Source: an optimization exercise on an open RTL-to-GDS flow (aim: small area and few clock cycles per item). Production flows keep margins and buffers that such runs may drop.
The RTL was checked by simulation tests, not by an equivalence proof against the original design.

==> job 1295 <==
==> flow/design.v (excerpt) <==
module fp_mult_pipe #(
  parameter int unsigned EXP_W = 8,
  parameter int unsigned MAN_W = 23,
  parameter int unsigned TAG_W = 4
) (
  input  logic                   clk,
  input  logic                   rstn,
  input  logic                   in_valid,
  output logic                   in_ready,
  input  logic [EXP_W+MAN_W:0]   a,
  input  logic [EXP_W+MAN_W:0]   b,
  input  logic [TAG_W-1:0]       in_tag,
  output logic                   out_valid,
  input  logic                   out_ready,
  output logic [EXP_W+MAN_W:0]   result,
  output logic [TAG_W-1:0]       out_tag,
  output logic [3:0]             flags
);
==> flow/config.mk <==
export PLATFORM = sky130hd
export DESIGN_NAME = fp_mult_pipe
export DESIGN_NICKNAME = fp_mult_pipe
export VERILOG_FILES = /design/flow/design.v
export SDC_FILE = /design/flow/constraint.sdc
export NUM_CORES = 4
export LEC_CHECK = 0
export ABC_AREA = 1
export CAP_MARGIN = 20
export CORE_MARGIN = 2
export CORE_UTILIZATION = 65
export GPL_TIMING_DRIVEN = 0
export PLACE_DENSITY = 0.75
export SLEW_MARGIN = 20
export SYNTH_HIERARCHICAL = 1
export SYNTH_MINIMUM_KEEP_SIZE = 0
==> flow/constraint.sdc <==
create_clock -name core_clock -period 7.0 [get_ports {clk}]
set_input_delay 1.4000 -clock core_clock [delete_from_list [all_inputs] [get_ports {clk}]]
set_output_delay 1.4000 -clock core_clock [all_outputs]
set_load 0.01 [all_outputs]
run.sh (not shown) runs the stock make flow with config.mk's settings and CLKGATE_MAP_FILE= SYNTH_SCRIPT=/design/flow/synth_recipe.tcl, a recipe that flattens the netlist after the stock synthesis.
==> job 1018 (differences from job 1295) <==
--- a/flow/design.v
+++ b/flow/design.v
@@ -979,14 +979,13 @@
   wire s46_640, c46_640;
   fp_mult_fa u_s46_640 (.a(s46_595), .b(c45_594), .c(pp11_24_345), .s(s46_640), .co(c46_640));
   wire s47_641, c47_641;
   fp_mult_ha u_s47_641 (.a(1'b1), .b(c46_595), .s(s47_641), .co(c47_641));
   wire [47:0] px = {c46_640, c45_639, c44_638, c43_637, c42_636, c41_635, c40_634, c39_633, c38_632, c37_631, c36_630, c35_629, c34_628, c33_627, c32_626, c31_625, c30_624, c29_623, c28_622, c27_621, c26_620, c25_619, c24_618, c23_617, c22_616, c21_615, c20_614, c19_613, c18_612, c17_611, c16_610, c15_609, c14_608, c13_607, c12_606, c11_605, c10_604, c9_603, c8_602, c7_601, c6_600, c5_599, c4_598, c3_597, c2_596, s2_596, pp0_1_4, neg0_2};
   wire [47:0] py = {s47_641, s46_640, s45_639, s44_638, s43_637, s42_636, s41_635, s40_634, s39_633, s38_632, s37_631, s36_630, s35_629, s34_628, s33_627, s32_626, s31_625, s30_624, s29_623, s28_622, s27_621, s26_620, s25_619, s24_618, s23_617, s22_616, s21_615, s20_614, s19_613, s18_612, s17_611, s16_610, s15_609, s14_608, s13_607, s12_606, s11_605, s10_604, s9_603, s8_602, s7_601, s6_600, s5_599, s4_598, s3_597, pp1_0_32, 1'b0, pp0_0_3};
-  logic [47:0] prod;
-  assign prod = px + py;
+  wire [47:0] prod = px + py;
   logic [2:0] cls;
   always_comb begin
     if (nan)       cls = {1'b1, snan_a | snan_b, 1'b1};
     else if (ixz)  cls = 3'b111;
     else if (inf)  cls = 3'b110;
     else if (zero) cls = 3'b100;
@@ -1008,29 +1007,41 @@
       r_esum <= {1'b0, ea} + {1'b0, eb};
       r_p    <= prod[47:22];
       r_st   <= |prod[21:0];
       r_tag  <= in_tag;
     end
   end
-  logic        hi, g, s, inc, carry, any;
-  logic [23:0] mant;
-  logic [24:0] sum;
+  logic        hi, g, s, any, inc, t1, carry;
+  logic [24:0] q;
+  logic [24:0] sq;      
+  logic [24:0] all1;    
   logic [22:0] frac;
+  logic [1:0]  k;       
   logic [9:0]  e;       
   logic        ovf, unf;
+  assign q     = r_p[25:1];
   assign hi    = r_p[25];
-  assign mant  = hi ? r_p[25:2] : r_p[24:1];
   assign g     = hi ? r_p[1] : r_p[0];
   assign s     = r_st | (hi & r_p[0]);
   assign any   = g | s;
-  assign inc   = g & (s | mant[0]);
-  assign sum   = {1'b0, mant} + 25'(inc);
-  assign carry = sum[24];
-  assign frac  = carry ? sum[23:1] : sum[22:0];
-  assign e     = {1'b0, r_esum} - 10'd127 + 10'(hi) + 10'(carry);
-  assign ovf   = ~e[9] & (e[8:0] >= 9'd255);
+  assign inc   = g & (s | (hi ? r_p[2] : r_p[1]));
+  assign t1    = inc & (hi | r_p[1]);
+  always_comb begin
+    all1[0] = 1'b1;
+    all1[1] = 1'b1;
+    for (int i = 2; i <= 24; i++) all1[i] = all1[i-1] & q[i-1];
+  end
+  assign sq[0] = q[0] ^ (inc & ~hi);
+  always_comb begin
+    for (int i = 1; i <= 24; i++) sq[i] = q[i] ^ (t1 & all1[i]);
+  end
+  assign carry = t1 & all1[24];
+  assign frac  = hi ? sq[23:1] : sq[22:0];
+  assign k     = {hi & carry, hi ^ carry};
+  assign e     = {1'b0, r_esum} + {8'b11100000, k + 2'd1};
+  assign ovf   = ~e[9] & (e[8] | (&e[7:0]));
   assign unf   = e[9] | (e == 10'd0);
   logic [31:0] res;
   logic [3:0]  flg;
   always_comb begin
     res = {r_sign, e[7:0], frac};
     flg = {3'b000, any};
==> flow/flow/run.sh (new file) <==
#!/bin/bash
# Standard ORFS layout, with plain buffers on the ports instead of the delay cell buffer_ports picks.
set -euo pipefail
bash standard.sh BUFFER_PORTS_ARGS="-buffer_cell sky130_fd_sc_hd__buf_2" finish > make.log 2>&1
==> flow/standard.sh (new file) <==
#!/bin/bash
# synth_recipe.tcl (not shown) runs the flow's synth.tcl, then flattens the netlist and writes it again
# the make line also repeats each setting of config.mk as NAME=value (left out here)
make -C /OpenROAD-flow-scripts/flow DESIGN_CONFIG=/design/flow/config.mk WORK_HOME=/design/flow/orfs CLKGATE_MAP_FILE= SYNTH_SCRIPT=/design/flow/synth_recipe.tcl "${@:-finish}"
--- a/flow/config.mk
+++ b/flow/config.mk
@@ -5,12 +5,14 @@
 export SDC_FILE = /design/flow/constraint.sdc
 export NUM_CORES = 4
 export LEC_CHECK = 0
 export ABC_AREA = 1
 export CAP_MARGIN = 20
 export CORE_MARGIN = 2
-export CORE_UTILIZATION = 65
+export CORE_UTILIZATION = 70
+export CTS_BUF_LIST = sky130_fd_sc_hd__clkbuf_8
 export GPL_TIMING_DRIVEN = 0
-export PLACE_DENSITY = 0.75
+export PLACE_DENSITY = 0.8
+export SETUP_SLACK_MARGIN = 0.05
 export SLEW_MARGIN = 20
 export SYNTH_HIERARCHICAL = 1
 export SYNTH_MINIMUM_KEEP_SIZE = 0
removed: flow/run.sh
==> job 9341 (differences from job 1295) <==
--- a/flow/design.v
+++ b/flow/design.v
@@ -979,14 +979,13 @@
   wire s46_640, c46_640;
   fp_mult_fa u_s46_640 (.a(s46_595), .b(c45_594), .c(pp11_24_345), .s(s46_640), .co(c46_640));
   wire s47_641, c47_641;
   fp_mult_ha u_s47_641 (.a(1'b1), .b(c46_595), .s(s47_641), .co(c47_641));
   wire [47:0] px = {c46_640, c45_639, c44_638, c43_637, c42_636, c41_635, c40_634, c39_633, c38_632, c37_631, c36_630, c35_629, c34_628, c33_627, c32_626, c31_625, c30_624, c29_623, c28_622, c27_621, c26_620, c25_619, c24_618, c23_617, c22_616, c21_615, c20_614, c19_613, c18_612, c17_611, c16_610, c15_609, c14_608, c13_607, c12_606, c11_605, c10_604, c9_603, c8_602, c7_601, c6_600, c5_599, c4_598, c3_597, c2_596, s2_596, pp0_1_4, neg0_2};
   wire [47:0] py = {s47_641, s46_640, s45_639, s44_638, s43_637, s42_636, s41_635, s40_634, s39_633, s38_632, s37_631, s36_630, s35_629, s34_628, s33_627, s32_626, s31_625, s30_624, s29_623, s28_622, s27_621, s26_620, s25_619, s24_618, s23_617, s22_616, s21_615, s20_614, s19_613, s18_612, s17_611, s16_610, s15_609, s14_608, s13_607, s12_606, s11_605, s10_604, s9_603, s8_602, s7_601, s6_600, s5_599, s4_598, s3_597, pp1_0_32, 1'b0, pp0_0_3};
-  logic [47:0] prod;
-  assign prod = px + py;
+  wire [47:0] prod = px + py;
   logic [2:0] cls;
   always_comb begin
     if (nan)       cls = {1'b1, snan_a | snan_b, 1'b1};
     else if (ixz)  cls = 3'b111;
     else if (inf)  cls = 3'b110;
     else if (zero) cls = 3'b100;
@@ -1008,29 +1007,41 @@
       r_esum <= {1'b0, ea} + {1'b0, eb};
       r_p    <= prod[47:22];
       r_st   <= |prod[21:0];
       r_tag  <= in_tag;
     end
   end
-  logic        hi, g, s, inc, carry, any;
-  logic [23:0] mant;
-  logic [24:0] sum;
+  logic        hi, g, s, any, inc, t1, carry;
+  logic [24:0] q;
+  logic [24:0] sq;      
+  logic [24:0] all1;    
   logic [22:0] frac;
+  logic [1:0]  k;       
   logic [9:0]  e;       
   logic        ovf, unf;
+  assign q     = r_p[25:1];
   assign hi    = r_p[25];
-  assign mant  = hi ? r_p[25:2] : r_p[24:1];
   assign g     = hi ? r_p[1] : r_p[0];
   assign s     = r_st | (hi & r_p[0]);
   assign any   = g | s;
-  assign inc   = g & (s | mant[0]);
-  assign sum   = {1'b0, mant} + 25'(inc);
-  assign carry = sum[24];
-  assign frac  = carry ? sum[23:1] : sum[22:0];
-  assign e     = {1'b0, r_esum} - 10'd127 + 10'(hi) + 10'(carry);
-  assign ovf   = ~e[9] & (e[8:0] >= 9'd255);
+  assign inc   = g & (s | (hi ? r_p[2] : r_p[1]));
+  assign t1    = inc & (hi | r_p[1]);
+  always_comb begin
+    all1[0] = 1'b1;
+    all1[1] = 1'b1;
+    for (int i = 2; i <= 24; i++) all1[i] = all1[i-1] & q[i-1];
+  end
+  assign sq[0] = q[0] ^ (inc & ~hi);
+  always_comb begin
+    for (int i = 1; i <= 24; i++) sq[i] = q[i] ^ (t1 & all1[i]);
+  end
+  assign carry = t1 & all1[24];
+  assign frac  = hi ? sq[23:1] : sq[22:0];
+  assign k     = {hi & carry, hi ^ carry};
+  assign e     = {1'b0, r_esum} + {8'b11100000, k + 2'd1};
+  assign ovf   = ~e[9] & (e[8] | (&e[7:0]));
   assign unf   = e[9] | (e == 10'd0);
   logic [31:0] res;
   logic [3:0]  flg;
   always_comb begin
     res = {r_sign, e[7:0], frac};
     flg = {3'b000, any};
==> flow/flow/run.sh (new file) <==
#!/bin/bash
# Standard ORFS layout, with plain buffers on the ports instead of the delay cell buffer_ports picks.
set -euo pipefail
bash standard.sh BUFFER_PORTS_ARGS="-buffer_cell sky130_fd_sc_hd__buf_1" finish > make.log 2>&1
==> flow/standard.sh (new file) <==
#!/bin/bash
# synth_recipe.tcl (not shown) runs the flow's synth.tcl, then flattens the netlist and writes it again
# the make line also repeats each setting of config.mk as NAME=value (left out here)
make -C /OpenROAD-flow-scripts/flow DESIGN_CONFIG=/design/flow/config.mk WORK_HOME=/design/flow/orfs CLKGATE_MAP_FILE= SYNTH_SCRIPT=/design/flow/synth_recipe.tcl "${@:-finish}"
--- a/flow/config.mk
+++ b/flow/config.mk
@@ -5,12 +5,12 @@
 export SDC_FILE = /design/flow/constraint.sdc
 export NUM_CORES = 4
 export LEC_CHECK = 0
 export ABC_AREA = 1
 export CAP_MARGIN = 20
 export CORE_MARGIN = 2
-export CORE_UTILIZATION = 65
+export CORE_UTILIZATION = 40
 export GPL_TIMING_DRIVEN = 0
-export PLACE_DENSITY = 0.75
+export SETUP_SLACK_MARGIN = 0.05
 export SLEW_MARGIN = 20
 export SYNTH_HIERARCHICAL = 1
 export SYNTH_MINIMUM_KEEP_SIZE = 0
removed: flow/run.sh
==> flow_summary_export.csv <==
group,metric,value,unit
outcome,status,"failed layout checks",
outcome,violatedChecks,"setup timing",
timing,setup_violations,1,
detailed_routing,highest_layer,"met4",
critical_path,cp_num_buf_inv,3,
logic_synthesis,synth_top_area_share,30.2,%
timing,timing.final.ws_setup,-0.0198,ns
That was job 1295.
==> flow_summary_export.csv <==
group,metric,value,unit
timing,setup_violations,0,
outcome,status,"no timing/DRC/antenna violations",
critical_path,worstSetupPathDepth,25,
logic_synthesis,synth_top_area_share,31.9,%
cts,clock_latency,0.29,ns
timing,timing.final.ws_setup,0.189,ns
detailed_routing,highest_layer,"met4",
That was job 9341.
==> flow_summary_export.csv <==
group,metric,value,unit
outcome,status,"failed layout checks",
outcome,violatedChecks,"capacitance limit, slew limit, setup timing",
timing,drv_slew,3,
timing,setup_violations,35,
run,maxCapViolations,1,
detailed_routing,highest_layer,"met5",
logic_synthesis,synth_top_area_share,31.9,%
timing,timing.final.ws_setup,-0.792,ns
That was job 1018.
Testbench counts of job 1295, summed over its fixed seeds: cycles 16,008, items 16,000.
Testbench counts of job 1018, summed over its fixed seeds: cycles 16,008, items 16,000.
Testbench counts of job 9341, summed over its fixed seeds: cycles 16,008, items 16,000.

separate check: timing with driven ports:
The results above use ideal ports. As a check the final layouts listed here were re-extracted and re-timed, cells and wires unchanged.
Step 1 sets driving cells, clkbuf_16 on the clock port and buf_2 on the other inputs (assumed; they add their load-dependent delay and slew).
Step 2 adds t to the input delays and takes it off the output delays; t is the mean of the earliest and latest rising clock arrival at the registers after step 1. Input paths then give back, and output paths get back, about the clock's delay inside the block.
a / b / c = no drivers / after step 1 / after step 2; a / b = the first two.
| run | t (ns) | slack for setup (ns) | slew at the worst register clock pin (ns) |
|---|---|---|---|
| job 1295 | 0.329 | -0.020 / -0.009 / -0.338 | 0.07 / 0.07 |
| job 1018 | 0.361 | -0.792 / -0.831 / -0.470 | 0.10 / 0.10 |
| job 9341 | 0.319 | 0.189 / 0.179 / -0.140 | 0.07 / 0.07 |
With both steps, setup timing fails in job 9341, where it was met with ideal ports. For job 9341, which loses most, drivers alone change the setup slack by -0.010 ns; drivers and shift together by -0.329 ns.
